What follows belongs to an exercise in optimizing a design on an open flow for small area, a short achievable clock period and few clock cycles per item; a production flow would make more cautious choices. Function was checked by simulation only, so behaviour that the tests miss may differ from the original.

**flow/constraint.sdc**
```tcl
create_clock -name core_clock -period 12.0 [get_ports {clk}]
set_input_delay 2.4000 -clock core_clock [delete_from_list [all_inputs] [get_ports {clk}]]
set_output_delay 2.4000 -clock core_clock [all_outputs]
set_load 0.01 [all_outputs]
```
**flow/run.sh**
```bash
#!/bin/bash
# synth_recipe.tcl (not shown) runs the flow's synth.tcl, then flattens the netlist and writes it again
# the make line also repeats each setting of config.mk as NAME=value (left out here)
make -C /OpenROAD-flow-scripts/flow DESIGN_CONFIG=/design/flow/config.mk WORK_HOME=/design/flow/orfs CLKGATE_MAP_FILE= SYNTH_SCRIPT=/design/flow/synth_recipe.tcl finish
```
**flow/config.mk**
```make
export PLATFORM = sky130hd
export DESIGN_NAME = cosine_distance_unit
export DESIGN_NICKNAME = cosine_distance_unit
export VERILOG_FILES = /design/flow/design.v
export SDC_FILE = /design/flow/constraint.sdc
export NUM_CORES = 4
export LEC_CHECK = 0
export ABC_AREA = 1
export CAP_MARGIN = 0
export CORE_MARGIN = 2
export CORE_UTILIZATION = 60
export PLACE_DENSITY = 0.7
export SETUP_SLACK_MARGIN = 5
export SLEW_MARGIN = 0
export TNS_END_PERCENT = 0
```
**flow/design.v**
```verilog
module cosine_distance_unit #(
    parameter int W     = 16,
    parameter int FRAC  = 11,
    parameter int TERMS = 4
) (
    input  logic         clk,
    input  logic         reset_n,
    input  logic         start,
    input  logic [W-1:0] x_in,
    input  logic [W-1:0] v_in,
    output logic         busy,
    output logic         done,
    output logic [W-1:0] cos_out,
    output logic [W-1:0] distance,
    output logic         sat
);
    logic s1_q, s2_q, s3_q, done_q;
    logic accept;
    logic [15:0] a_q, b_q, d_q;
    logic        hi_q, ds_q;
    logic        sat_q;
    assign busy   = s1_q | s2_q | s3_q;
    assign accept = start & ~busy;
    logic [15:0] x2f;
    assign x2f = a_q;
    logic [14:0] bc;
    logic        big;
    assign bc  = b_q[14:0];
    assign big = hi_q | b_q[15];
    logic [22:0] t2_full;
    logic [11:0] term2;
    logic cw464, cw465, cw466, cw467, cw468, cw469, cw470, cw471, cw472, cw473, cw474, cw475, cw476, cw477, cw478, cw479, cw480, cw481, cw482, cw483, cw484, cw485, cw486, cw487, cw488, cw489, cw490, cw491, cw492, cw493, cw494, cw495, cw496, cw497, cw498, cw499, cw500, cw501, cw502, cw503, cw504, cw505, cw506, cw507, cw508, cw509, cw510, cw511, cw512, cw513, cw514, cw515, cw516, cw517, cw518, cw519, cw520, cw521, cw522, cw523, cw524, cw525, cw526, cw527, cw528, cw529, cw530, cw531, cw532, cw533, cw534, cw535, cw536, cw537, cw538, cw539, cw540, cw541, cw542, cw543, cw544, cw545, cw546, cw547, cw548, cw549, cw550, cw551, cw552, cw553, cw554, cw555, cw556, cw557, cw558, cw559, cw560, cw561, cw562, cw563, cw564, cw565, cw566, cw567, cw568, cw569, cw570, cw571, cw572, cw573, cw574, cw575, cw576, cw577, cw578, cw579, cw580, cw581, cw582, cw583, cw584, cw585, cw586, cw587, cw588, cw589, cw590, cw591, cw592, cw593, cw594, cw595, cw596, cw597, cw598, cw599, cw600, cw601, cw602, cw603, cw604, cw605, cw606, cw607, cw608, cw609, cw610, cw611, cw612, cw613, cw614, cw615, cw616, cw617, cw618, cw619, cw620, cw621, cw622, cw623, cw624, cw625, cw626, cw627, cw628, cw629, cw630, cw631, cw632, cw633, cw634, cw635, cw636, cw637, cw638, cw639, cw640, cw641, cw642, cw643, cw644, cw645, cw646, cw647, cw648, cw649, cw650, cw651, cw652, cw653, cw654, cw655, cw656, cw657, cw658, cw659, cw660, cw661, cw662, cw663, cw664, cw665, cw666, cw667, cw668, cw669, cw670, cw671, cw672, cw673, cw674, cw675, cw676, cw677, cw678, cw679, cw680, cw681, cw682, cw683, cw684, cw685, cw686, cw687, cw688, cw689, cw690, cw691, cw692, cw693, cw694, cw695, cw696, cw697, cw698, cw699, cw700, cw701, cw702, cw703, cw704, cw705, cw706, cw707, cw708, cw709, cw710, cw711, cw712, cw713, cw714, cw715, cw716, cw717, cw718, cw719, cw720, cw721, cw722, cw723, cw724, cw725, cw726;
    assign cw464 = bc[5] ^ bc[4];
    assign cw465 = bc[5] & bc[4];
    assign cw466 = bc[6] ^ bc[5] ^ bc[3];
    assign cw467 = (bc[6] & bc[5]) | (bc[6] & bc[3]) | (bc[5] & bc[3]);
    assign cw468 = bc[7] ^ bc[6] ^ bc[4];
    assign cw469 = (bc[7] & bc[6]) | (bc[7] & bc[4]) | (bc[6] & bc[4]);
    assign cw470 = bc[2] ^ bc[0];
    assign cw471 = bc[2] & bc[0];
    assign cw472 = bc[8] ^ bc[7] ^ bc[5];
    assign cw473 = (bc[8] & bc[7]) | (bc[8] & bc[5]) | (bc[7] & bc[5]);
    assign cw474 = bc[3] ^ bc[1] ^ 1'b1;
    assign cw475 = (bc[3] & bc[1]) | (bc[3] & 1'b1) | (bc[1] & 1'b1);
    assign cw476 = bc[9] ^ bc[8] ^ bc[6];
    assign cw477 = (bc[9] & bc[8]) | (bc[9] & bc[6]) | (bc[8] & bc[6]);
    assign cw478 = bc[4] ^ bc[2] ^ 1'b1;
    assign cw479 = (bc[4] & bc[2]) | (bc[4] & 1'b1) | (bc[2] & 1'b1);
    assign cw480 = bc[10] ^ bc[9] ^ bc[7];
    assign cw481 = (bc[10] & bc[9]) | (bc[10] & bc[7]) | (bc[9] & bc[7]);
    assign cw482 = bc[5] ^ bc[3] ^ 1'b1;
    assign cw483 = (bc[5] & bc[3]) | (bc[5] & 1'b1) | (bc[3] & 1'b1);
    assign cw484 = bc[11] ^ bc[10] ^ bc[8];
    assign cw485 = (bc[11] & bc[10]) | (bc[11] & bc[8]) | (bc[10] & bc[8]);
    assign cw486 = bc[6] ^ bc[4];
    assign cw487 = bc[6] & bc[4];
    assign cw488 = bc[12] ^ bc[11] ^ bc[9];
    assign cw489 = (bc[12] & bc[11]) | (bc[12] & bc[9]) | (bc[11] & bc[9]);
    assign cw490 = bc[7] ^ bc[5];
    assign cw491 = bc[7] & bc[5];
    assign cw492 = bc[13] ^ bc[12] ^ bc[10];
    assign cw493 = (bc[13] & bc[12]) | (bc[13] & bc[10]) | (bc[12] & bc[10]);
    assign cw494 = bc[8] ^ bc[6];
    assign cw495 = bc[8] & bc[6];
    assign cw496 = bc[14] ^ bc[13] ^ bc[11];
    assign cw497 = (bc[14] & bc[13]) | (bc[14] & bc[11]) | (bc[13] & bc[11]);
    assign cw498 = bc[9] ^ bc[7];
    assign cw499 = bc[9] & bc[7];
    assign cw500 = bc[14] ^ bc[12] ^ bc[10];
    assign cw501 = (bc[14] & bc[12]) | (bc[14] & bc[10]) | (bc[12] & bc[10]);
    assign cw502 = bc[3] ^ bc[2];
    assign cw503 = bc[3] & bc[2];
    assign cw504 = bc[4] ^ bc[3] ^ bc[1];
    assign cw505 = (bc[4] & bc[3]) | (bc[4] & bc[1]) | (bc[3] & bc[1]);
    assign cw506 = bc[2] ^ bc[0] ^ 1'b1;
    assign cw507 = (bc[2] & bc[0]) | (bc[2] & 1'b1) | (bc[0] & 1'b1);
    assign cw508 = bc[1] ^ 1'b1 ^ cw465;
    assign cw509 = (bc[1] & 1'b1) | (bc[1] & cw465) | (1'b1 & cw465);
    assign cw510 = 1'b1 ^ cw467 ^ cw468;
    assign cw511 = (1'b1 & cw467) | (1'b1 & cw468) | (cw467 & cw468);
    assign cw512 = cw469 ^ cw471 ^ cw472;
    assign cw513 = (cw469 & cw471) | (cw469 & cw472) | (cw471 & cw472);
    assign cw514 = cw473 ^ cw475 ^ cw476;
    assign cw515 = (cw473 & cw475) | (cw473 & cw476) | (cw475 & cw476);
    assign cw516 = cw477 ^ cw479 ^ cw480;
    assign cw517 = (cw477 & cw479) | (cw477 & cw480) | (cw479 & cw480);
    assign cw518 = cw481 ^ cw483 ^ cw484;
    assign cw519 = (cw481 & cw483) | (cw481 & cw484) | (cw483 & cw484);
    assign cw520 = cw485 ^ cw487 ^ cw488;
    assign cw521 = (cw485 & cw487) | (cw485 & cw488) | (cw487 & cw488);
    assign cw522 = cw489 ^ cw491 ^ cw492;
    assign cw523 = (cw489 & cw491) | (cw489 & cw492) | (cw491 & cw492);
    assign cw524 = cw493 ^ cw495 ^ cw496;
    assign cw525 = (cw493 & cw495) | (cw493 & cw496) | (cw495 & cw496);
    assign cw526 = bc[8] ^ cw497 ^ cw499;
    assign cw527 = (bc[8] & cw497) | (bc[8] & cw499) | (cw497 & cw499);
    assign cw528 = bc[13] ^ bc[11] ^ bc[9];
    assign cw529 = (bc[13] & bc[11]) | (bc[13] & bc[9]) | (bc[11] & bc[9]);
    assign cw530 = bc[14] ^ bc[12];
    assign cw531 = bc[14] & bc[12];
    assign cw532 = bc[1] ^ bc[0];
    assign cw533 = bc[1] & bc[0];
    assign cw534 = bc[2] ^ bc[1] ^ 1'b1;
    assign cw535 = (bc[2] & bc[1]) | (bc[2] & 1'b1) | (bc[1] & 1'b1);
    assign cw536 = bc[0] ^ 1'b1 ^ cw502;
    assign cw537 = (bc[0] & 1'b1) | (bc[0] & cw502) | (1'b1 & cw502);
    assign cw538 = 1'b1 ^ cw503 ^ cw504;
    assign cw539 = (1'b1 & cw503) | (1'b1 & cw504) | (cw503 & cw504);
    assign cw540 = cw464 ^ cw505 ^ cw506;
    assign cw541 = (cw464 & cw505) | (cw464 & cw506) | (cw505 & cw506);
    assign cw542 = cw466 ^ cw507 ^ cw508;
    assign cw543 = (cw466 & cw507) | (cw466 & cw508) | (cw507 & cw508);
    assign cw544 = cw470 ^ cw509 ^ cw510;
    assign cw545 = (cw470 & cw509) | (cw470 & cw510) | (cw509 & cw510);
    assign cw546 = cw474 ^ cw511 ^ cw512;
    assign cw547 = (cw474 & cw511) | (cw474 & cw512) | (cw511 & cw512);
    assign cw548 = cw478 ^ cw513 ^ cw514;
    assign cw549 = (cw478 & cw513) | (cw478 & cw514) | (cw513 & cw514);
    assign cw550 = cw482 ^ cw515 ^ cw516;
    assign cw551 = (cw482 & cw515) | (cw482 & cw516) | (cw515 & cw516);
    assign cw552 = cw486 ^ cw517 ^ cw518;
    assign cw553 = (cw486 & cw517) | (cw486 & cw518) | (cw517 & cw518);
    assign cw554 = cw490 ^ cw519 ^ cw520;
    assign cw555 = (cw490 & cw519) | (cw490 & cw520) | (cw519 & cw520);
    assign cw556 = cw494 ^ cw521 ^ cw522;
    assign cw557 = (cw494 & cw521) | (cw494 & cw522) | (cw521 & cw522);
    assign cw558 = cw498 ^ cw523 ^ cw524;
    assign cw559 = (cw498 & cw523) | (cw498 & cw524) | (cw523 & cw524);
    assign cw560 = cw500 ^ cw525 ^ cw526;
    assign cw561 = (cw500 & cw525) | (cw500 & cw526) | (cw525 & cw526);
    assign cw562 = cw501 ^ cw527 ^ cw528;
    assign cw563 = (cw501 & cw527) | (cw501 & cw528) | (cw527 & cw528);
    assign cw564 = bc[10] ^ cw529 ^ cw530;
    assign cw565 = (bc[10] & cw529) | (bc[10] & cw530) | (cw529 & cw530);
    assign cw566 = bc[13] ^ bc[11] ^ cw531;
    assign cw567 = (bc[13] & bc[11]) | (bc[13] & cw531) | (bc[11] & cw531);
    assign cw568 = bc[14] ^ bc[12];
    assign cw569 = bc[14] & bc[12];
    assign cw570 = bc[0] & 1'b1;
    assign cw571 = bc[0] ^ 1'b1;
    assign cw572 = 1'b1 & cw532;
    assign cw573 = 1'b1 ^ cw532;
    assign cw574 = cw533 & cw534;
    assign cw575 = cw533 ^ cw534;
    assign cw576 = cw535 & cw536;
    assign cw577 = cw535 ^ cw536;
    assign cw578 = cw537 & cw538;
    assign cw579 = cw537 ^ cw538;
    assign cw580 = cw539 & cw540;
    assign cw581 = cw539 ^ cw540;
    assign cw582 = cw541 & cw542;
    assign cw583 = cw541 ^ cw542;
    assign cw584 = cw543 & cw544;
    assign cw585 = cw543 ^ cw544;
    assign cw586 = cw545 & cw546;
    assign cw587 = cw545 ^ cw546;
    assign cw588 = cw547 & cw548;
    assign cw589 = cw547 ^ cw548;
    assign cw590 = cw549 & cw550;
    assign cw591 = cw549 ^ cw550;
    assign cw592 = cw551 & cw552;
    assign cw593 = cw551 ^ cw552;
    assign cw594 = cw553 & cw554;
    assign cw595 = cw553 ^ cw554;
    assign cw596 = cw555 & cw556;
    assign cw597 = cw555 ^ cw556;
    assign cw598 = cw557 & cw558;
    assign cw599 = cw557 ^ cw558;
    assign cw600 = cw559 & cw560;
    assign cw601 = cw559 ^ cw560;
    assign cw602 = cw561 & cw562;
    assign cw603 = cw561 ^ cw562;
    assign cw604 = cw563 & cw564;
    assign cw605 = cw563 ^ cw564;
    assign cw606 = cw565 & cw566;
    assign cw607 = cw565 ^ cw566;
    assign cw608 = cw567 & cw568;
    assign cw609 = cw567 ^ cw568;
    assign cw610 = bc[13] & cw569;
    assign cw611 = bc[13] ^ cw569;
    assign cw612 = cw572 | (cw573 & cw570);
    assign cw613 = cw573 & cw571;
    assign cw614 = cw576 | (cw577 & cw574);
    assign cw615 = cw577 & cw575;
    assign cw616 = cw580 | (cw581 & cw578);
    assign cw617 = cw581 & cw579;
    assign cw618 = cw584 | (cw585 & cw582);
    assign cw619 = cw585 & cw583;
    assign cw620 = cw588 | (cw589 & cw586);
    assign cw621 = cw589 & cw587;
    assign cw622 = cw592 | (cw593 & cw590);
    assign cw623 = cw593 & cw591;
    assign cw624 = cw596 | (cw597 & cw594);
    assign cw625 = cw597 & cw595;
    assign cw626 = cw600 | (cw601 & cw598);
    assign cw627 = cw601 & cw599;
    assign cw628 = cw604 | (cw605 & cw602);
    assign cw629 = cw605 & cw603;
    assign cw630 = cw608 | (cw609 & cw606);
    assign cw631 = cw609 & cw607;
    assign cw632 = 1'b0 | (bc[14] & cw610);
    assign cw633 = bc[14] & cw611;
    assign cw634 = cw574 | (cw575 & cw612);
    assign cw635 = cw575 & cw613;
    assign cw636 = cw614 | (cw615 & cw612);
    assign cw637 = cw615 & cw613;
    assign cw638 = cw582 | (cw583 & cw616);
    assign cw639 = cw583 & cw617;
    assign cw640 = cw618 | (cw619 & cw616);
    assign cw641 = cw619 & cw617;
    assign cw642 = cw590 | (cw591 & cw620);
    assign cw643 = cw591 & cw621;
    assign cw644 = cw622 | (cw623 & cw620);
    assign cw645 = cw623 & cw621;
    assign cw646 = cw598 | (cw599 & cw624);
    assign cw647 = cw599 & cw625;
    assign cw648 = cw626 | (cw627 & cw624);
    assign cw649 = cw627 & cw625;
    assign cw650 = cw606 | (cw607 & cw628);
    assign cw651 = cw607 & cw629;
    assign cw652 = cw630 | (cw631 & cw628);
    assign cw653 = cw631 & cw629;
    assign cw654 = 1'b0;
    assign cw655 = cw578 | (cw579 & cw636);
    assign cw656 = cw579 & cw637;
    assign cw657 = cw616 | (cw617 & cw636);
    assign cw658 = cw617 & cw637;
    assign cw659 = cw638 | (cw639 & cw636);
    assign cw660 = cw639 & cw637;
    assign cw661 = cw640 | (cw641 & cw636);
    assign cw662 = cw641 & cw637;
    assign cw663 = cw594 | (cw595 & cw644);
    assign cw664 = cw595 & cw645;
    assign cw665 = cw624 | (cw625 & cw644);
    assign cw666 = cw625 & cw645;
    assign cw667 = cw646 | (cw647 & cw644);
    assign cw668 = cw647 & cw645;
    assign cw669 = cw648 | (cw649 & cw644);
    assign cw670 = cw649 & cw645;
    assign cw671 = cw610 | (cw611 & cw652);
    assign cw672 = cw611 & cw653;
    assign cw673 = cw632 | (cw633 & cw652);
    assign cw674 = cw633 & cw653;
    assign cw675 = cw654;
    assign cw676 = cw586 | (cw587 & cw661);
    assign cw677 = cw587 & cw662;
    assign cw678 = cw620 | (cw621 & cw661);
    assign cw679 = cw621 & cw662;
    assign cw680 = cw642 | (cw643 & cw661);
    assign cw681 = cw643 & cw662;
    assign cw682 = cw644 | (cw645 & cw661);
    assign cw683 = cw645 & cw662;
    assign cw684 = cw663 | (cw664 & cw661);
    assign cw685 = cw664 & cw662;
    assign cw686 = cw665 | (cw666 & cw661);
    assign cw687 = cw666 & cw662;
    assign cw688 = cw667 | (cw668 & cw661);
    assign cw689 = cw668 & cw662;
    assign cw690 = cw669 | (cw670 & cw661);
    assign cw691 = cw670 & cw662;
    assign cw692 = cw602 | (cw603 & cw690);
    assign cw693 = cw603 & cw691;
    assign cw694 = cw628 | (cw629 & cw690);
    assign cw695 = cw629 & cw691;
    assign cw696 = cw650 | (cw651 & cw690);
    assign cw697 = cw651 & cw691;
    assign cw698 = cw652 | (cw653 & cw690);
    assign cw699 = cw653 & cw691;
    assign cw700 = cw671 | (cw672 & cw690);
    assign cw701 = cw672 & cw691;
    assign cw702 = cw673 | (cw674 & cw690);
    assign cw703 = cw674 & cw691;
    assign cw704 = cw675;
    assign cw705 = cw573 ^ cw570;
    assign cw706 = cw575 ^ cw612;
    assign cw707 = cw577 ^ cw634;
    assign cw708 = cw579 ^ cw636;
    assign cw709 = cw581 ^ cw655;
    assign cw710 = cw583 ^ cw657;
    assign cw711 = cw585 ^ cw659;
    assign cw712 = cw587 ^ cw661;
    assign cw713 = cw589 ^ cw676;
    assign cw714 = cw591 ^ cw678;
    assign cw715 = cw593 ^ cw680;
    assign cw716 = cw595 ^ cw682;
    assign cw717 = cw597 ^ cw684;
    assign cw718 = cw599 ^ cw686;
    assign cw719 = cw601 ^ cw688;
    assign cw720 = cw603 ^ cw690;
    assign cw721 = cw605 ^ cw692;
    assign cw722 = cw607 ^ cw694;
    assign cw723 = cw609 ^ cw696;
    assign cw724 = cw611 ^ cw698;
    assign cw725 = bc[14] ^ cw700;
    assign cw726 = 1'b0 ^ cw702;
    assign t2_full = {cw726, cw725, cw724, cw723, cw722, cw721, cw720, cw719, cw718, cw717, cw716, cw715, cw714, cw713, cw712, cw711, cw710, cw709, cw708, cw707, cw706, cw705, cw571};
    assign term2   = big ? 12'd2736 : t2_full[22:11];
    logic [19:0] t3_full;
    logic [15:0] expr3;
    assign t3_full = bc * 5'd17;
    assign expr3   = d_q - {5'd0, (big ? 11'd1087 : t3_full[19:9])};
    logic [15:0] mr;
    logic [14:0] mcand;
    assign mr = busy ? x2f : {{2{x_in[13]}}, x_in[13:0]};
    always_comb begin
        if (s1_q) mcand = {1'b0, x2f[14:1]};
        else if (s2_q) mcand = {3'd0, term2};
        else if (s3_q) mcand = expr3[14:0];
        else mcand = {x_in[13], x_in[13:0]};
    end
    logic [15:0] me;
    logic [16:0] bx;
    logic [15:0] row [8];
    logic [29:0] negv;
    logic [29:0] prod;
    assign me = {mcand[14], mcand};
    assign bx = {mr, 1'b0};
    always_comb begin
        negv = '0;
        for (int i = 0; i < 8; i++) begin
            logic b0, b1, b2, one, two, neg;
            b0  = bx[2*i];
            b1  = bx[2*i+1];
            b2  = bx[2*i+2];
            one = b0 ^ b1;
            two = (b2 & ~b1 & ~b0) | (~b2 & b1 & b0);
            neg = b2;
            for (int j = 0; j < 16; j++) begin
                row[i][j] = ((one & me[j]) | (two & ((j == 0) ? 1'b0 : me[j-1]))) ^ neg;
            end
            negv[2*i] = neg;
        end
    end
    logic tw1, tw2, tw3, tw4, tw5, tw6, tw7, tw8, tw9, tw10, tw11, tw12, tw13, tw14, tw15, tw16, tw17, tw18, tw19, tw20, tw21, tw22, tw23, tw24, tw25, tw26, tw27, tw28, tw29, tw30, tw31, tw32, tw33, tw34, tw35, tw36, tw37, tw38, tw39, tw40, tw41, tw42, tw43, tw44, tw45, tw46, tw47, tw48, tw49, tw50, tw51, tw52, tw53, tw54, tw55, tw56, tw57, tw58, tw59, tw60, tw61, tw62, tw63, tw64, tw65, tw66, tw67, tw68, tw69, tw70, tw71, tw72, tw73, tw74, tw75, tw76, tw77, tw78, tw79, tw80, tw81, tw82, tw83, tw84, tw85, tw86, tw87, tw88, tw89, tw90, tw91, tw92, tw93, tw94, tw95, tw96, tw97, tw98, tw99, tw100, tw101, tw102, tw103, tw104, tw105, tw106, tw107, tw108, tw109, tw110, tw111, tw112, tw113, tw114, tw115, tw116, tw117, tw118, tw119, tw120, tw121, tw122, tw123, tw124, tw125, tw126, tw127, tw128, tw129, tw130, tw131, tw132, tw133, tw134, tw135, tw136, tw137, tw138, tw139, tw140, tw141, tw142, tw143, tw144, tw145, tw146, tw147, tw148, tw149, tw150, tw151, tw152, tw153, tw154, tw155, tw156, tw157, tw158, tw159, tw160, tw161, tw162, tw163, tw164, tw165, tw166, tw167, tw168, tw169, tw170, tw171, tw172, tw173, tw174, tw175, tw176, tw177, tw178, tw179, tw180, tw181, tw182, tw183, tw184, tw185, tw186, tw187, tw188, tw189, tw190, tw191, tw192, tw193, tw194, tw195, tw196, tw197, tw198, tw199, tw200, tw201, tw202, tw203, tw204, tw205, tw206, tw207, tw208, tw209, tw210, tw211, tw212, tw213, tw214, tw215, tw216, tw217, tw218, tw219, tw220, tw221, tw222, tw223, tw224, tw225, tw226, tw227, tw228, tw229, tw230, tw231, tw232, tw233, tw234, tw235, tw236, tw237, tw238, tw239, tw240, tw241, tw242, tw243, tw244, tw245, tw246, tw247, tw248, tw249, tw250, tw251, tw252, tw253, tw254, tw255, tw256, tw257, tw258, tw259, tw260, tw261, tw262, tw263, tw264, tw265, tw266, tw267, tw268, tw269, tw270, tw271, tw272, tw273, tw274, tw275, tw276, tw277, tw278, tw279, tw280, tw281, tw282, tw283, tw284, tw285, tw286, tw287, tw288, tw289, tw290, tw291, tw292, tw293, tw294, tw295, tw296, tw297, tw298, tw299, tw300, tw301, tw302, tw303, tw304, tw305, tw306, tw307, tw308, tw309, tw310, tw311, tw312, tw313, tw314, tw315, tw316, tw317, tw318, tw319, tw320, tw321, tw322, tw323, tw324, tw325, tw326, tw327, tw328, tw329, tw330, tw331, tw332, tw333, tw334, tw335, tw336, tw337, tw338, tw339, tw340, tw341, tw342, tw343, tw344, tw345, tw346, tw347, tw348, tw349, tw350, tw351, tw352, tw353, tw354, tw355, tw356, tw357, tw358, tw359, tw360, tw361, tw362, tw363, tw364, tw365, tw366, tw367, tw368, tw369, tw370, tw371, tw372, tw373, tw374, tw375, tw376, tw377, tw378, tw379, tw380, tw381, tw382, tw383, tw384, tw385, tw386, tw387, tw388, tw389, tw390, tw391, tw392, tw393, tw394, tw395, tw396, tw397, tw398, tw399, tw400, tw401, tw402, tw403, tw404, tw405, tw406, tw407, tw408, tw409, tw410, tw411, tw412, tw413, tw414, tw415, tw416, tw417, tw418, tw419, tw420, tw421, tw422, tw423, tw424, tw425, tw426, tw427, tw428, tw429, tw430, tw431, tw432, tw433, tw434, tw435, tw436, tw437, tw438, tw439, tw440, tw441, tw442, tw443, tw444, tw445, tw446, tw447, tw448, tw449, tw450, tw451, tw452, tw453, tw454, tw455, tw456, tw457, tw458, tw459, tw460, tw461, tw462, tw463;
    assign tw1 = row[0][8] ^ row[1][6];
    assign tw2 = row[0][8] & row[1][6];
    assign tw3 = row[0][9] ^ row[1][7];
    assign tw4 = row[0][9] & row[1][7];
    assign tw5 = row[0][10] ^ row[1][8] ^ row[2][6];
    assign tw6 = (row[0][10] & row[1][8]) | (row[0][10] & row[2][6]) | (row[1][8] & row[2][6]);
    assign tw7 = row[3][4] ^ row[4][2];
    assign tw8 = row[3][4] & row[4][2];
    assign tw9 = row[0][11] ^ row[1][9] ^ row[2][7];
    assign tw10 = (row[0][11] & row[1][9]) | (row[0][11] & row[2][7]) | (row[1][9] & row[2][7]);
    assign tw11 = row[0][12] ^ row[1][10] ^ row[2][8];
    assign tw12 = (row[0][12] & row[1][10]) | (row[0][12] & row[2][8]) | (row[1][10] & row[2][8]);
    assign tw13 = row[3][6] ^ row[4][4];
    assign tw14 = row[3][6] & row[4][4];
    assign tw15 = row[0][13] ^ row[1][11] ^ row[2][9];
    assign tw16 = (row[0][13] & row[1][11]) | (row[0][13] & row[2][9]) | (row[1][11] & row[2][9]);
    assign tw17 = row[3][7] ^ row[4][5];
    assign tw18 = row[3][7] & row[4][5];
    assign tw19 = row[0][14] ^ row[1][12] ^ row[2][10];
    assign tw20 = (row[0][14] & row[1][12]) | (row[0][14] & row[2][10]) | (row[1][12] & row[2][10]);
    assign tw21 = row[3][8] ^ row[4][6] ^ row[5][4];
    assign tw22 = (row[3][8] & row[4][6]) | (row[3][8] & row[5][4]) | (row[4][6] & row[5][4]);
    assign tw23 = row[6][2] ^ row[7][0];
    assign tw24 = row[6][2] & row[7][0];
    assign tw25 = ~row[0][15] ^ row[1][13] ^ row[2][11];
    assign tw26 = (~row[0][15] & row[1][13]) | (~row[0][15] & row[2][11]) | (row[1][13] & row[2][11]);
    assign tw27 = row[3][9] ^ row[4][7] ^ row[5][5];
    assign tw28 = (row[3][9] & row[4][7]) | (row[3][9] & row[5][5]) | (row[4][7] & row[5][5]);
    assign tw29 = row[6][3] ^ row[7][1] ^ 1'b1;
    assign tw30 = (row[6][3] & row[7][1]) | (row[6][3] & 1'b1) | (row[7][1] & 1'b1);
    assign tw31 = row[1][14] ^ row[2][12] ^ row[3][10];
    assign tw32 = (row[1][14] & row[2][12]) | (row[1][14] & row[3][10]) | (row[2][12] & row[3][10]);
    assign tw33 = row[4][8] ^ row[5][6] ^ row[6][4];
    assign tw34 = (row[4][8] & row[5][6]) | (row[4][8] & row[6][4]) | (row[5][6] & row[6][4]);
    assign tw35 = row[7][2] ^ 1'b1;
    assign tw36 = row[7][2] & 1'b1;
    assign tw37 = ~row[1][15] ^ row[2][13] ^ row[3][11];
    assign tw38 = (~row[1][15] & row[2][13]) | (~row[1][15] & row[3][11]) | (row[2][13] & row[3][11]);
    assign tw39 = row[4][9] ^ row[5][7] ^ row[6][5];
    assign tw40 = (row[4][9] & row[5][7]) | (row[4][9] & row[6][5]) | (row[5][7] & row[6][5]);
    assign tw41 = row[2][14] ^ row[3][12] ^ row[4][10];
    assign tw42 = (row[2][14] & row[3][12]) | (row[2][14] & row[4][10]) | (row[3][12] & row[4][10]);
    assign tw43 = row[5][8] ^ row[6][6];
    assign tw44 = row[5][8] & row[6][6];
    assign tw45 = ~row[2][15] ^ row[3][13] ^ row[4][11];
    assign tw46 = (~row[2][15] & row[3][13]) | (~row[2][15] & row[4][11]) | (row[3][13] & row[4][11]);
    assign tw47 = row[3][14] ^ row[4][12];
    assign tw48 = row[3][14] & row[4][12];
    assign tw49 = row[0][4] ^ row[1][2];
    assign tw50 = row[0][4] & row[1][2];
    assign tw51 = row[0][5] ^ row[1][3];
    assign tw52 = row[0][5] & row[1][3];
    assign tw53 = row[0][6] ^ row[1][4] ^ row[2][2];
    assign tw54 = (row[0][6] & row[1][4]) | (row[0][6] & row[2][2]) | (row[1][4] & row[2][2]);
    assign tw55 = row[3][0] ^ negv[6];
    assign tw56 = row[3][0] & negv[6];
    assign tw57 = row[0][7] ^ row[1][5] ^ row[2][3];
    assign tw58 = (row[0][7] & row[1][5]) | (row[0][7] & row[2][3]) | (row[1][5] & row[2][3]);
    assign tw59 = row[3][1] ^ s1_q;
    assign tw60 = row[3][1] & s1_q;
    assign tw61 = row[2][4] ^ row[3][2] ^ row[4][0];
    assign tw62 = (row[2][4] & row[3][2]) | (row[2][4] & row[4][0]) | (row[3][2] & row[4][0]);
    assign tw63 = negv[8] ^ s1_q ^ tw1;
    assign tw64 = (negv[8] & s1_q) | (negv[8] & tw1) | (s1_q & tw1);
    assign tw65 = row[2][5] ^ row[3][3] ^ row[4][1];
    assign tw66 = (row[2][5] & row[3][3]) | (row[2][5] & row[4][1]) | (row[3][3] & row[4][1]);
    assign tw67 = s1_q ^ tw2 ^ tw3;
    assign tw68 = (s1_q & tw2) | (s1_q & tw3) | (tw2 & tw3);
    assign tw69 = row[5][0] ^ negv[10] ^ s1_q;
    assign tw70 = (row[5][0] & negv[10]) | (row[5][0] & s1_q) | (negv[10] & s1_q);
    assign tw71 = tw4 ^ tw5 ^ tw7;
    assign tw72 = (tw4 & tw5) | (tw4 & tw7) | (tw5 & tw7);
    assign tw73 = row[3][5] ^ row[4][3] ^ row[5][1];
    assign tw74 = (row[3][5] & row[4][3]) | (row[3][5] & row[5][1]) | (row[4][3] & row[5][1]);
    assign tw75 = tw6 ^ tw8 ^ tw9;
    assign tw76 = (tw6 & tw8) | (tw6 & tw9) | (tw8 & tw9);
    assign tw77 = row[5][2] ^ row[6][0] ^ negv[12];
    assign tw78 = (row[5][2] & row[6][0]) | (row[5][2] & negv[12]) | (row[6][0] & negv[12]);
    assign tw79 = tw10 ^ tw11 ^ tw13;
    assign tw80 = (tw10 & tw11) | (tw10 & tw13) | (tw11 & tw13);
    assign tw81 = row[5][3] ^ row[6][1] ^ tw12;
    assign tw82 = (row[5][3] & row[6][1]) | (row[5][3] & tw12) | (row[6][1] & tw12);
    assign tw83 = tw14 ^ tw15 ^ tw17;
    assign tw84 = (tw14 & tw15) | (tw14 & tw17) | (tw15 & tw17);
    assign tw85 = negv[14] ^ tw16 ^ tw18;
    assign tw86 = (negv[14] & tw16) | (negv[14] & tw18) | (tw16 & tw18);
    assign tw87 = tw19 ^ tw21 ^ tw23;
    assign tw88 = (tw19 & tw21) | (tw19 & tw23) | (tw21 & tw23);
    assign tw89 = tw20 ^ tw22 ^ tw24;
    assign tw90 = (tw20 & tw22) | (tw20 & tw24) | (tw22 & tw24);
    assign tw91 = tw25 ^ tw27 ^ tw29;
    assign tw92 = (tw25 & tw27) | (tw25 & tw29) | (tw27 & tw29);
    assign tw93 = tw26 ^ tw28 ^ tw30;
    assign tw94 = (tw26 & tw28) | (tw26 & tw30) | (tw28 & tw30);
    assign tw95 = tw31 ^ tw33 ^ tw35;
    assign tw96 = (tw31 & tw33) | (tw31 & tw35) | (tw33 & tw35);
    assign tw97 = row[7][3] ^ tw32 ^ tw34;
    assign tw98 = (row[7][3] & tw32) | (row[7][3] & tw34) | (tw32 & tw34);
    assign tw99 = tw36 ^ tw37 ^ tw39;
    assign tw100 = (tw36 & tw37) | (tw36 & tw39) | (tw37 & tw39);
    assign tw101 = row[7][4] ^ 1'b1 ^ tw38;
    assign tw102 = (row[7][4] & 1'b1) | (row[7][4] & tw38) | (1'b1 & tw38);
    assign tw103 = tw40 ^ tw41 ^ tw43;
    assign tw104 = (tw40 & tw41) | (tw40 & tw43) | (tw41 & tw43);
    assign tw105 = row[5][9] ^ row[6][7] ^ row[7][5];
    assign tw106 = (row[5][9] & row[6][7]) | (row[5][9] & row[7][5]) | (row[6][7] & row[7][5]);
    assign tw107 = tw42 ^ tw44 ^ tw45;
    assign tw108 = (tw42 & tw44) | (tw42 & tw45) | (tw44 & tw45);
    assign tw109 = row[5][10] ^ row[6][8] ^ row[7][6];
    assign tw110 = (row[5][10] & row[6][8]) | (row[5][10] & row[7][6]) | (row[6][8] & row[7][6]);
    assign tw111 = 1'b1 ^ tw46 ^ tw47;
    assign tw112 = (1'b1 & tw46) | (1'b1 & tw47) | (tw46 & tw47);
    assign tw113 = ~row[3][15] ^ row[4][13] ^ row[5][11];
    assign tw114 = (~row[3][15] & row[4][13]) | (~row[3][15] & row[5][11]) | (row[4][13] & row[5][11]);
    assign tw115 = row[6][9] ^ row[7][7] ^ tw48;
    assign tw116 = (row[6][9] & row[7][7]) | (row[6][9] & tw48) | (row[7][7] & tw48);
    assign tw117 = row[4][14] ^ row[5][12] ^ row[6][10];
    assign tw118 = (row[4][14] & row[5][12]) | (row[4][14] & row[6][10]) | (row[5][12] & row[6][10]);
    assign tw119 = row[7][8] ^ 1'b1;
    assign tw120 = row[7][8] & 1'b1;
    assign tw121 = ~row[4][15] ^ row[5][13] ^ row[6][11];
    assign tw122 = (~row[4][15] & row[5][13]) | (~row[4][15] & row[6][11]) | (row[5][13] & row[6][11]);
    assign tw123 = row[5][14] ^ row[6][12];
    assign tw124 = row[5][14] & row[6][12];
    assign tw125 = row[0][2] ^ row[1][0];
    assign tw126 = row[0][2] & row[1][0];
    assign tw127 = row[0][3] ^ row[1][1];
    assign tw128 = row[0][3] & row[1][1];
    assign tw129 = row[2][0] ^ negv[4] ^ s1_q;
    assign tw130 = (row[2][0] & negv[4]) | (row[2][0] & s1_q) | (negv[4] & s1_q);
    assign tw131 = row[2][1] ^ s1_q ^ tw50;
    assign tw132 = (row[2][1] & s1_q) | (row[2][1] & tw50) | (s1_q & tw50);
    assign tw133 = s1_q ^ tw52 ^ tw53;
    assign tw134 = (s1_q & tw52) | (s1_q & tw53) | (tw52 & tw53);
    assign tw135 = tw54 ^ tw56 ^ tw57;
    assign tw136 = (tw54 & tw56) | (tw54 & tw57) | (tw56 & tw57);
    assign tw137 = tw58 ^ tw60 ^ tw61;
    assign tw138 = (tw58 & tw60) | (tw58 & tw61) | (tw60 & tw61);
    assign tw139 = tw62 ^ tw64 ^ tw65;
    assign tw140 = (tw62 & tw64) | (tw62 & tw65) | (tw64 & tw65);
    assign tw141 = tw66 ^ tw68 ^ tw69;
    assign tw142 = (tw66 & tw68) | (tw66 & tw69) | (tw68 & tw69);
    assign tw143 = tw70 ^ tw72 ^ tw73;
    assign tw144 = (tw70 & tw72) | (tw70 & tw73) | (tw72 & tw73);
    assign tw145 = tw74 ^ tw76 ^ tw77;
    assign tw146 = (tw74 & tw76) | (tw74 & tw77) | (tw76 & tw77);
    assign tw147 = tw78 ^ tw80 ^ tw81;
    assign tw148 = (tw78 & tw80) | (tw78 & tw81) | (tw80 & tw81);
    assign tw149 = tw82 ^ tw84 ^ tw85;
    assign tw150 = (tw82 & tw84) | (tw82 & tw85) | (tw84 & tw85);
    assign tw151 = tw86 ^ tw88 ^ tw89;
    assign tw152 = (tw86 & tw88) | (tw86 & tw89) | (tw88 & tw89);
    assign tw153 = tw90 ^ tw92 ^ tw93;
    assign tw154 = (tw90 & tw92) | (tw90 & tw93) | (tw92 & tw93);
    assign tw155 = tw94 ^ tw96 ^ tw97;
    assign tw156 = (tw94 & tw96) | (tw94 & tw97) | (tw96 & tw97);
    assign tw157 = tw98 ^ tw100 ^ tw101;
    assign tw158 = (tw98 & tw100) | (tw98 & tw101) | (tw100 & tw101);
    assign tw159 = tw102 ^ tw104 ^ tw105;
    assign tw160 = (tw102 & tw104) | (tw102 & tw105) | (tw104 & tw105);
    assign tw161 = tw106 ^ tw108 ^ tw109;
    assign tw162 = (tw106 & tw108) | (tw106 & tw109) | (tw108 & tw109);
    assign tw163 = tw110 ^ tw112 ^ tw113;
    assign tw164 = (tw110 & tw112) | (tw110 & tw113) | (tw112 & tw113);
    assign tw165 = tw114 ^ tw116 ^ tw117;
    assign tw166 = (tw114 & tw116) | (tw114 & tw117) | (tw116 & tw117);
    assign tw167 = row[7][9] ^ tw118 ^ tw120;
    assign tw168 = (row[7][9] & tw118) | (row[7][9] & tw120) | (tw118 & tw120);
    assign tw169 = row[7][10] ^ 1'b1 ^ tw122;
    assign tw170 = (row[7][10] & 1'b1) | (row[7][10] & tw122) | (1'b1 & tw122);
    assign tw171 = ~row[5][15] ^ row[6][13] ^ row[7][11];
    assign tw172 = (~row[5][15] & row[6][13]) | (~row[5][15] & row[7][11]) | (row[6][13] & row[7][11]);
    assign tw173 = row[6][14] ^ row[7][12];
    assign tw174 = row[6][14] & row[7][12];
    assign tw175 = row[0][0] ^ negv[0];
    assign tw176 = row[0][0] & negv[0];
    assign tw177 = row[0][1] ^ s1_q;
    assign tw178 = row[0][1] & s1_q;
    assign tw179 = negv[2] ^ s1_q ^ tw125;
    assign tw180 = (negv[2] & s1_q) | (negv[2] & tw125) | (s1_q & tw125);
    assign tw181 = s1_q ^ tw126 ^ tw127;
    assign tw182 = (s1_q & tw126) | (s1_q & tw127) | (tw126 & tw127);
    assign tw183 = tw49 ^ tw128 ^ tw129;
    assign tw184 = (tw49 & tw128) | (tw49 & tw129) | (tw128 & tw129);
    assign tw185 = tw51 ^ tw130 ^ tw131;
    assign tw186 = (tw51 & tw130) | (tw51 & tw131) | (tw130 & tw131);
    assign tw187 = tw55 ^ tw132 ^ tw133;
    assign tw188 = (tw55 & tw132) | (tw55 & tw133) | (tw132 & tw133);
    assign tw189 = tw59 ^ tw134 ^ tw135;
    assign tw190 = (tw59 & tw134) | (tw59 & tw135) | (tw134 & tw135);
    assign tw191 = tw63 ^ tw136 ^ tw137;
    assign tw192 = (tw63 & tw136) | (tw63 & tw137) | (tw136 & tw137);
    assign tw193 = tw67 ^ tw138 ^ tw139;
    assign tw194 = (tw67 & tw138) | (tw67 & tw139) | (tw138 & tw139);
    assign tw195 = tw71 ^ tw140 ^ tw141;
    assign tw196 = (tw71 & tw140) | (tw71 & tw141) | (tw140 & tw141);
    assign tw197 = tw75 ^ tw142 ^ tw143;
    assign tw198 = (tw75 & tw142) | (tw75 & tw143) | (tw142 & tw143);
    assign tw199 = tw79 ^ tw144 ^ tw145;
    assign tw200 = (tw79 & tw144) | (tw79 & tw145) | (tw144 & tw145);
    assign tw201 = tw83 ^ tw146 ^ tw147;
    assign tw202 = (tw83 & tw146) | (tw83 & tw147) | (tw146 & tw147);
    assign tw203 = tw87 ^ tw148 ^ tw149;
    assign tw204 = (tw87 & tw148) | (tw87 & tw149) | (tw148 & tw149);
    assign tw205 = tw91 ^ tw150 ^ tw151;
    assign tw206 = (tw91 & tw150) | (tw91 & tw151) | (tw150 & tw151);
    assign tw207 = tw95 ^ tw152 ^ tw153;
    assign tw208 = (tw95 & tw152) | (tw95 & tw153) | (tw152 & tw153);
    assign tw209 = tw99 ^ tw154 ^ tw155;
    assign tw210 = (tw99 & tw154) | (tw99 & tw155) | (tw154 & tw155);
    assign tw211 = tw103 ^ tw156 ^ tw157;
    assign tw212 = (tw103 & tw156) | (tw103 & tw157) | (tw156 & tw157);
    assign tw213 = tw107 ^ tw158 ^ tw159;
    assign tw214 = (tw107 & tw158) | (tw107 & tw159) | (tw158 & tw159);
    assign tw215 = tw111 ^ tw160 ^ tw161;
    assign tw216 = (tw111 & tw160) | (tw111 & tw161) | (tw160 & tw161);
    assign tw217 = tw115 ^ tw162 ^ tw163;
    assign tw218 = (tw115 & tw162) | (tw115 & tw163) | (tw162 & tw163);
    assign tw219 = tw119 ^ tw164 ^ tw165;
    assign tw220 = (tw119 & tw164) | (tw119 & tw165) | (tw164 & tw165);
    assign tw221 = tw121 ^ tw166 ^ tw167;
    assign tw222 = (tw121 & tw166) | (tw121 & tw167) | (tw166 & tw167);
    assign tw223 = tw123 ^ tw168 ^ tw169;
    assign tw224 = (tw123 & tw168) | (tw123 & tw169) | (tw168 & tw169);
    assign tw225 = tw124 ^ tw170 ^ tw171;
    assign tw226 = (tw124 & tw170) | (tw124 & tw171) | (tw170 & tw171);
    assign tw227 = 1'b1 ^ tw172 ^ tw173;
    assign tw228 = (1'b1 & tw172) | (1'b1 & tw173) | (tw172 & tw173);
    assign tw229 = ~row[6][15] ^ row[7][13] ^ tw174;
    assign tw230 = (~row[6][15] & row[7][13]) | (~row[6][15] & tw174) | (row[7][13] & tw174);
    assign tw231 = row[7][14] ^ 1'b1;
    assign tw232 = row[7][14] & 1'b1;
    assign tw233 = s1_q & tw175;
    assign tw234 = s1_q ^ tw175;
    assign tw235 = tw176 & tw177;
    assign tw236 = tw176 ^ tw177;
    assign tw237 = tw178 & tw179;
    assign tw238 = tw178 ^ tw179;
    assign tw239 = tw180 & tw181;
    assign tw240 = tw180 ^ tw181;
    assign tw241 = tw182 & tw183;
    assign tw242 = tw182 ^ tw183;
    assign tw243 = tw184 & tw185;
    assign tw244 = tw184 ^ tw185;
    assign tw245 = tw186 & tw187;
    assign tw246 = tw186 ^ tw187;
    assign tw247 = tw188 & tw189;
    assign tw248 = tw188 ^ tw189;
    assign tw249 = tw190 & tw191;
    assign tw250 = tw190 ^ tw191;
    assign tw251 = tw192 & tw193;
    assign tw252 = tw192 ^ tw193;
    assign tw253 = tw194 & tw195;
    assign tw254 = tw194 ^ tw195;
    assign tw255 = tw196 & tw197;
    assign tw256 = tw196 ^ tw197;
    assign tw257 = tw198 & tw199;
    assign tw258 = tw198 ^ tw199;
    assign tw259 = tw200 & tw201;
    assign tw260 = tw200 ^ tw201;
    assign tw261 = tw202 & tw203;
    assign tw262 = tw202 ^ tw203;
    assign tw263 = tw204 & tw205;
    assign tw264 = tw204 ^ tw205;
    assign tw265 = tw206 & tw207;
    assign tw266 = tw206 ^ tw207;
    assign tw267 = tw208 & tw209;
    assign tw268 = tw208 ^ tw209;
    assign tw269 = tw210 & tw211;
    assign tw270 = tw210 ^ tw211;
    assign tw271 = tw212 & tw213;
    assign tw272 = tw212 ^ tw213;
    assign tw273 = tw214 & tw215;
    assign tw274 = tw214 ^ tw215;
    assign tw275 = tw216 & tw217;
    assign tw276 = tw216 ^ tw217;
    assign tw277 = tw218 & tw219;
    assign tw278 = tw218 ^ tw219;
    assign tw279 = tw220 & tw221;
    assign tw280 = tw220 ^ tw221;
    assign tw281 = tw222 & tw223;
    assign tw282 = tw222 ^ tw223;
    assign tw283 = tw224 & tw225;
    assign tw284 = tw224 ^ tw225;
    assign tw285 = tw226 & tw227;
    assign tw286 = tw226 ^ tw227;
    assign tw287 = tw228 & tw229;
    assign tw288 = tw228 ^ tw229;
    assign tw289 = tw230 & tw231;
    assign tw290 = tw230 ^ tw231;
    assign tw291 = ~row[7][15] & tw232;
    assign tw292 = ~row[7][15] ^ tw232;
    assign tw293 = tw235 | (tw236 & tw233);
    assign tw294 = tw236 & tw234;
    assign tw295 = tw239 | (tw240 & tw237);
    assign tw296 = tw240 & tw238;
    assign tw297 = tw243 | (tw244 & tw241);
    assign tw298 = tw244 & tw242;
    assign tw299 = tw247 | (tw248 & tw245);
    assign tw300 = tw248 & tw246;
    assign tw301 = tw251 | (tw252 & tw249);
    assign tw302 = tw252 & tw250;
    assign tw303 = tw255 | (tw256 & tw253);
    assign tw304 = tw256 & tw254;
    assign tw305 = tw259 | (tw260 & tw257);
    assign tw306 = tw260 & tw258;
    assign tw307 = tw263 | (tw264 & tw261);
    assign tw308 = tw264 & tw262;
    assign tw309 = tw267 | (tw268 & tw265);
    assign tw310 = tw268 & tw266;
    assign tw311 = tw271 | (tw272 & tw269);
    assign tw312 = tw272 & tw270;
    assign tw313 = tw275 | (tw276 & tw273);
    assign tw314 = tw276 & tw274;
    assign tw315 = tw279 | (tw280 & tw277);
    assign tw316 = tw280 & tw278;
    assign tw317 = tw283 | (tw284 & tw281);
    assign tw318 = tw284 & tw282;
    assign tw319 = tw287 | (tw288 & tw285);
    assign tw320 = tw288 & tw286;
    assign tw321 = tw291 | (tw292 & tw289);
    assign tw322 = tw292 & tw290;
    assign tw323 = tw237 | (tw238 & tw293);
    assign tw324 = tw238 & tw294;
    assign tw325 = tw295 | (tw296 & tw293);
    assign tw326 = tw296 & tw294;
    assign tw327 = tw245 | (tw246 & tw297);
    assign tw328 = tw246 & tw298;
    assign tw329 = tw299 | (tw300 & tw297);
    assign tw330 = tw300 & tw298;
    assign tw331 = tw253 | (tw254 & tw301);
    assign tw332 = tw254 & tw302;
    assign tw333 = tw303 | (tw304 & tw301);
    assign tw334 = tw304 & tw302;
    assign tw335 = tw261 | (tw262 & tw305);
    assign tw336 = tw262 & tw306;
    assign tw337 = tw307 | (tw308 & tw305);
    assign tw338 = tw308 & tw306;
    assign tw339 = tw269 | (tw270 & tw309);
    assign tw340 = tw270 & tw310;
    assign tw341 = tw311 | (tw312 & tw309);
    assign tw342 = tw312 & tw310;
    assign tw343 = tw277 | (tw278 & tw313);
    assign tw344 = tw278 & tw314;
    assign tw345 = tw315 | (tw316 & tw313);
    assign tw346 = tw316 & tw314;
    assign tw347 = tw285 | (tw286 & tw317);
    assign tw348 = tw286 & tw318;
    assign tw349 = tw319 | (tw320 & tw317);
    assign tw350 = tw320 & tw318;
    assign tw351 = tw241 | (tw242 & tw325);
    assign tw352 = tw242 & tw326;
    assign tw353 = tw297 | (tw298 & tw325);
    assign tw354 = tw298 & tw326;
    assign tw355 = tw327 | (tw328 & tw325);
    assign tw356 = tw328 & tw326;
    assign tw357 = tw329 | (tw330 & tw325);
    assign tw358 = tw330 & tw326;
    assign tw359 = tw257 | (tw258 & tw333);
    assign tw360 = tw258 & tw334;
    assign tw361 = tw305 | (tw306 & tw333);
    assign tw362 = tw306 & tw334;
    assign tw363 = tw335 | (tw336 & tw333);
    assign tw364 = tw336 & tw334;
    assign tw365 = tw337 | (tw338 & tw333);
    assign tw366 = tw338 & tw334;
    assign tw367 = tw273 | (tw274 & tw341);
    assign tw368 = tw274 & tw342;
    assign tw369 = tw313 | (tw314 & tw341);
    assign tw370 = tw314 & tw342;
    assign tw371 = tw343 | (tw344 & tw341);
    assign tw372 = tw344 & tw342;
    assign tw373 = tw345 | (tw346 & tw341);
    assign tw374 = tw346 & tw342;
    assign tw375 = tw289 | (tw290 & tw349);
    assign tw376 = tw290 & tw350;
    assign tw377 = tw321 | (tw322 & tw349);
    assign tw378 = tw322 & tw350;
    assign tw379 = tw249 | (tw250 & tw357);
    assign tw380 = tw250 & tw358;
    assign tw381 = tw301 | (tw302 & tw357);
    assign tw382 = tw302 & tw358;
    assign tw383 = tw331 | (tw332 & tw357);
    assign tw384 = tw332 & tw358;
    assign tw385 = tw333 | (tw334 & tw357);
    assign tw386 = tw334 & tw358;
    assign tw387 = tw359 | (tw360 & tw357);
    assign tw388 = tw360 & tw358;
    assign tw389 = tw361 | (tw362 & tw357);
    assign tw390 = tw362 & tw358;
    assign tw391 = tw363 | (tw364 & tw357);
    assign tw392 = tw364 & tw358;
    assign tw393 = tw365 | (tw366 & tw357);
    assign tw394 = tw366 & tw358;
    assign tw395 = tw281 | (tw282 & tw373);
    assign tw396 = tw282 & tw374;
    assign tw397 = tw317 | (tw318 & tw373);
    assign tw398 = tw318 & tw374;
    assign tw399 = tw347 | (tw348 & tw373);
    assign tw400 = tw348 & tw374;
    assign tw401 = tw349 | (tw350 & tw373);
    assign tw402 = tw350 & tw374;
    assign tw403 = tw375 | (tw376 & tw373);
    assign tw404 = tw376 & tw374;
    assign tw405 = tw377 | (tw378 & tw373);
    assign tw406 = tw378 & tw374;
    assign tw407 = tw265 | (tw266 & tw393);
    assign tw408 = tw266 & tw394;
    assign tw409 = tw309 | (tw310 & tw393);
    assign tw410 = tw310 & tw394;
    assign tw411 = tw339 | (tw340 & tw393);
    assign tw412 = tw340 & tw394;
    assign tw413 = tw341 | (tw342 & tw393);
    assign tw414 = tw342 & tw394;
    assign tw415 = tw367 | (tw368 & tw393);
    assign tw416 = tw368 & tw394;
    assign tw417 = tw369 | (tw370 & tw393);
    assign tw418 = tw370 & tw394;
    assign tw419 = tw371 | (tw372 & tw393);
    assign tw420 = tw372 & tw394;
    assign tw421 = tw373 | (tw374 & tw393);
    assign tw422 = tw374 & tw394;
    assign tw423 = tw395 | (tw396 & tw393);
    assign tw424 = tw396 & tw394;
    assign tw425 = tw397 | (tw398 & tw393);
    assign tw426 = tw398 & tw394;
    assign tw427 = tw399 | (tw400 & tw393);
    assign tw428 = tw400 & tw394;
    assign tw429 = tw401 | (tw402 & tw393);
    assign tw430 = tw402 & tw394;
    assign tw431 = tw403 | (tw404 & tw393);
    assign tw432 = tw404 & tw394;
    assign tw433 = tw405 | (tw406 & tw393);
    assign tw434 = tw406 & tw394;
    assign tw435 = tw236 ^ tw233;
    assign tw436 = tw238 ^ tw293;
    assign tw437 = tw240 ^ tw323;
    assign tw438 = tw242 ^ tw325;
    assign tw439 = tw244 ^ tw351;
    assign tw440 = tw246 ^ tw353;
    assign tw441 = tw248 ^ tw355;
    assign tw442 = tw250 ^ tw357;
    assign tw443 = tw252 ^ tw379;
    assign tw444 = tw254 ^ tw381;
    assign tw445 = tw256 ^ tw383;
    assign tw446 = tw258 ^ tw385;
    assign tw447 = tw260 ^ tw387;
    assign tw448 = tw262 ^ tw389;
    assign tw449 = tw264 ^ tw391;
    assign tw450 = tw266 ^ tw393;
    assign tw451 = tw268 ^ tw407;
    assign tw452 = tw270 ^ tw409;
    assign tw453 = tw272 ^ tw411;
    assign tw454 = tw274 ^ tw413;
    assign tw455 = tw276 ^ tw415;
    assign tw456 = tw278 ^ tw417;
    assign tw457 = tw280 ^ tw419;
    assign tw458 = tw282 ^ tw421;
    assign tw459 = tw284 ^ tw423;
    assign tw460 = tw286 ^ tw425;
    assign tw461 = tw288 ^ tw427;
    assign tw462 = tw290 ^ tw429;
    assign tw463 = tw292 ^ tw431;
    assign prod = {tw463, tw462, tw461, tw460, tw459, tw458, tw457, tw456, tw455, tw454, tw453, tw452, tw451, tw450, tw449, tw448, tw447, tw446, tw445, tw444, tw443, tw442, tw441, tw440, tw439, tw438, tw437, tw436, tw435, tw234};
    logic x2ovf;
    assign x2ovf = (x_in[15:13] != 3'b000 && x_in[15:13] != 3'b111) || prod[26];
    logic sat1, sat3;
    assign sat1 = hi_q | (b_q[15] & (b_q[14:0] != 15'd0));
    assign sat3 = hi_q | (d_q[15] ^ ds_q);
    logic [15:0] e2;
    assign e2 = 16'd2048 - {2'b00, x2f[14:1]} + {4'd0, term2};
    always_ff @(posedge clk or negedge reset_n) begin
        if (!reset_n) begin
            s1_q   <= 1'b0;
            s2_q   <= 1'b0;
            s3_q   <= 1'b0;
            done_q <= 1'b0;
        end else begin
            s1_q <= accept;
            s2_q <= s1_q;
            s3_q <= s2_q;
            if (accept) done_q <= 1'b0;
            else if (s3_q) done_q <= 1'b1;
        end
    end
    always_ff @(posedge clk) begin
        if (accept) a_q <= {1'b0, prod[25:11] | {15{x2ovf}}};
        else if (s2_q) a_q <= d_q;
        if (s1_q | s2_q) b_q <= prod[26:11];
        else if (s3_q) b_q <= expr3;
        if (busy) begin
            hi_q <= (s3_q ? ((prod[29:27] != 3'b000) && (prod[29:27] != 3'b111))
                          : (prod[29:27] != 3'b000));
            ds_q <= prod[29];
        end
        if (accept) d_q <= v_in;
        else if (s2_q) d_q <= e2;
        else if (s3_q) d_q <= prod[26:11];
        if (accept) sat_q <= x2ovf;
        else if (s2_q) sat_q <= sat_q | sat1;
        else if (s3_q) sat_q <= sat_q | big;
    end
    assign done     = done_q;
    assign cos_out  = b_q;
    assign distance = sat3 ? (ds_q ? 16'h8000 : 16'h7fff) : d_q;
    assign sat      = sat_q | sat3;
endmodule
```
==> key figures <==
Placement
  • I/O Buffers: between 60 and 70
  • Routability cong.: around 0.96
  • Setup WS pre-CTS: 2.80 ns
  • Post-DP HPWL: roughly 36 mm

Finish
  • Commonest non-fill, non-tap cell in the layout: nand2_1
  • Layout cell share with drive strength beyond 1: between 10 and 15%
  • Layout area overhead: 17.1%
  • Ant. Diodes: 0
  • Multi-input gate area: between 10000 and 15000 um2
  • Reg area: 1620 um2
  • Nets: ~2500
  • Layout fillers: 1941
  • Commonest cells after routing, fill and taps aside: nand2_1, inv_1, nand3_1

Floorplanning
  • Total die area: about 25000 um2
  • Starting density of the core: 61.6%
  • Site row count: between 50 and 60
  • Die Span X: approximately 160 um
  • Core footprint: roughly 23000 um2
  • I/O pins: 70
  • Height of the die: roughly 160 um

Synthesis
  • Synthesized netlist cell count: around 2100
  • Register bit total from synthesis: 55
  • XOR/XNOR Fraction of Synth Area: 4.74%
  • Synth Warn #: 2
  • Sequential fraction of the synthesis area: 11.6%
  • Synth cell types: between 50 and 60
  • Syn Std Cell Area: about 14000 um2
  • Post-Syn Nets: between 2000 and 2500
  • Post-Synth Adder-Cell Area: between 30% and 40%
  • Post-synthesis compound-gate area fraction: between 10% and 20%
  • Largest family of logic cells by synthesized area: simple AND/OR/NAND/NOR gates
  • Mux share of post-synthesis cell area: less than 1%
  • Most common flop cell mapped by yosys: edfxtp_1
  • Avg Cell Area, Syn: around 6.7 um2
  • Post-synth EDFFs: 50
  • Post-synthesis async set-or-reset flop share: under 10%
  • Simple-gate share of the synthesized area: 30.3%

Run status
  • Outcome: finished clean

Critical path
  • Critical Path RT: between 10 and 15 ns
  • CP max stage cell: fa_1
  • Crit Path Class: reg -> reg
  • CP Launch Type: flop
  • CP max FO: 8
  • Most used cell along the critical path: fa_1
  • Crit path largest cell delay: 0.56 ns
  • Crit path capture type: flop
  • Worst path arrival time: 8.55 ns

Timing
  • Slew at the pin with the worst max-slew slack: 1.06 ns
  • Fin crit share: approximately 71%
  • Setup_tns: 0 ns
  • Setup WS post-layout: approximately 3.5 ns
  • Relative slew margins: 28.9%
  • RSZ-0062 raised after global routing: yes
  • Final hold vios: 0
  • Setup violators final: 0
  • Clock skew: 0.00969 ns
  • Fmax: 118 MHz
  • Slew Limit Fails: 0
  • Post-route minimum period: 8.50 ns

Routing
  • WL per Instance: around 19 um
  • 1st-iter DRT viols: 1687
  • Via Count: about 15000
  • Antenna viol nets, final: 0
  • Residual DRC count: 0
  • Vias per cell: 5.91
  • Initial DRT Pass Iterations: 6
  • Detailed Route WL: around 49 mm

Clocking
  • Clock transition at the registers of the reported paths: around 0.07 ns
  • Clock latency (worst-skew pair): around 0.30 ns
  • # hold bufs at CTS: 0
  • CTS tree: done
  • Maximum clock insertion buffer count: 2
  • Clock sink total: 55
  • CTS Root Cell: clkbuf_16
  • H-tree levels: 2
  • Number of buffers created by CTS: 5

GRT
  • Global-route wire length before repair: approximately 74 mm
  • Gr ovfl total: 0
  • Vias in the first global route: 13800
  • Pin count of the biggest net entering global routing: 51
  • Antenna violations before repair: 0
  • GRT Overall Usage: between 30% and 40%

Flow run
  • Max Cap Viol: 0

Hold path
  • Type of the most critical hold path: reg -> reg
==> state kept, by name (all words and copies together), names as in the netlist <==
| signal | cells |
|---|---|
| s1_q | 1 |
| b_q | 16 |
| d_q | 16 |
| sat_q | 1 |
| s3_q | 1 |
| hi_q | 1 |
| s2_q | 1 |
| done_q | 1 |
| a_q | 16 |
| ds_q | 1 |
==> final timing paths <==
kind	to	slack [ns]	depth (start not counted)	start
min in group asynchronous	s3_q	2.30	1	reset_n
worst max-delay path	a_q[13]	3.50	39	b_q[10]
worst max register to register	a_q[13]	3.50	39	b_q[10]
worst min register to register	done_q	0.51	2	done_q
max in group asynchronous	s1_q	9.52	1	reset_n
worst min-delay path	done_q	0.51	2	done_q
==> cell type report <==
class / count / share of cell area, %
multi-input cells: 1626 / 70.1
flip-flops and latches: 55 / 9.87
repair buffers: 165 / 8.83
inverters: 342 / 8.01
well taps: 313 / 2.38
clock buffers: 7 / 0.807
clock inverters: 1 / 0.0457
==> synth_stat cells (24+ instances only) <==
cell type	number	share of area, %
xor2_1	65	4.1
nand3_1	161	5.7
fa_1	123	18
edfxtp_1	50	11
inv_1	316	8.5
a21oi_1	73	2.6
nand2_1	709	19
o21ai_0	78	2.8
clkbuf_1	24	0.64
ha_1	140	12
nor2_1	82	2.2
==> worst max-delay path: cells and delay by family, from the launching register on <==
kind                       cells  cell delay, ns
adders and majority gates     10            4.11
and+or+nand+nor               17            1.83
AOI/OAI and AO/OA              5            0.91
buffers and inverters          6            0.70
DFF                            1            0.54
xor gates and xnor gates       1            0.10
==> logic make-up (layout without fill, tap and decap cells) <==
kind of cell    count (synthesis)  after routing
compound gates                263            263
xor+xnor                       76             76
fa+ha+maj                     263            263
buf+inv                       407            515
flops                          55             55
mux                             1              1
simple gates                 1021           1023
==> timing repair <==
action                     CTS  global route
cloned                       2             0
gates resized for setup     96            70
buffers inserted            68            20
setup endpoints to repair   50            50
pin swaps                   59            70
==> metal layers <==
| layer | part of all wire (%) | vias up | wire, um | global-route usage, % |
|---|---|---|---|---|
| met5 | 0 | - | 0 | 0 |
| met4 | 4.0 | 0 | 1950 | 14.9 |
| met3 | 11 | 148 | 5150 | 6.94 |
| met2 | 45 | 874 | 22100 | 61.9 |
| met1 | 40 | 6949 | 19600 | 53.7 |
| li1 | - | 6849 | - | - |
==> stage by stage <==
| step | instance area, um2 | hold slack, ns | cells | utilization [%] |
|---|---|---|---|---|
| floorplan | 14100 | 0.424 | 2086 | - |
| global placement | 14800 | 0.479 | 2411 | 65.2 |
| detailed placement | 14800 | 0.495 | 2411 | 65.2 |
| CTS | 16000 | 0.519 | 2489 | 70.2 |
| global route | 16400 | 0.559 | 2509 | 72.1 |
| finish | 16400 | 0.514 | 2509 | 72.1 |
Testbench counts, summed over its fixed seeds: cycles 6,400, items 1,600.

port drivers added, routing unchanged:
No port has a modelled driver above. Below, the same layout with a new extraction and two added sets of constraints. Step 1 (the two cells are an assumption about what drives the block):
set clk [get_ports {clk}]
set_driving_cell -lib_cell sky130_fd_sc_hd__clkbuf_16 $clk
set_driving_cell -lib_cell sky130_fd_sc_hd__buf_2 [delete_from_list [all_inputs] $clk]
Step 2 times the ports against the registers' clock, not the clock port: input delays grow and output delays shrink by t, the midpoint of the rising clock arrivals with the driver on. Slacks: ideal / step 1 / step 2; pairs: ideal / step 1.
shift t [ns]: 0.337
setup slack, ns: 3.499 / 3.499 / 3.351
pins driven straight from the clock port: 1
After both steps this run still meets setup and hold. The setup slack of this run moves by 0.000 ns with the drivers and by -0.148 ns with both steps.
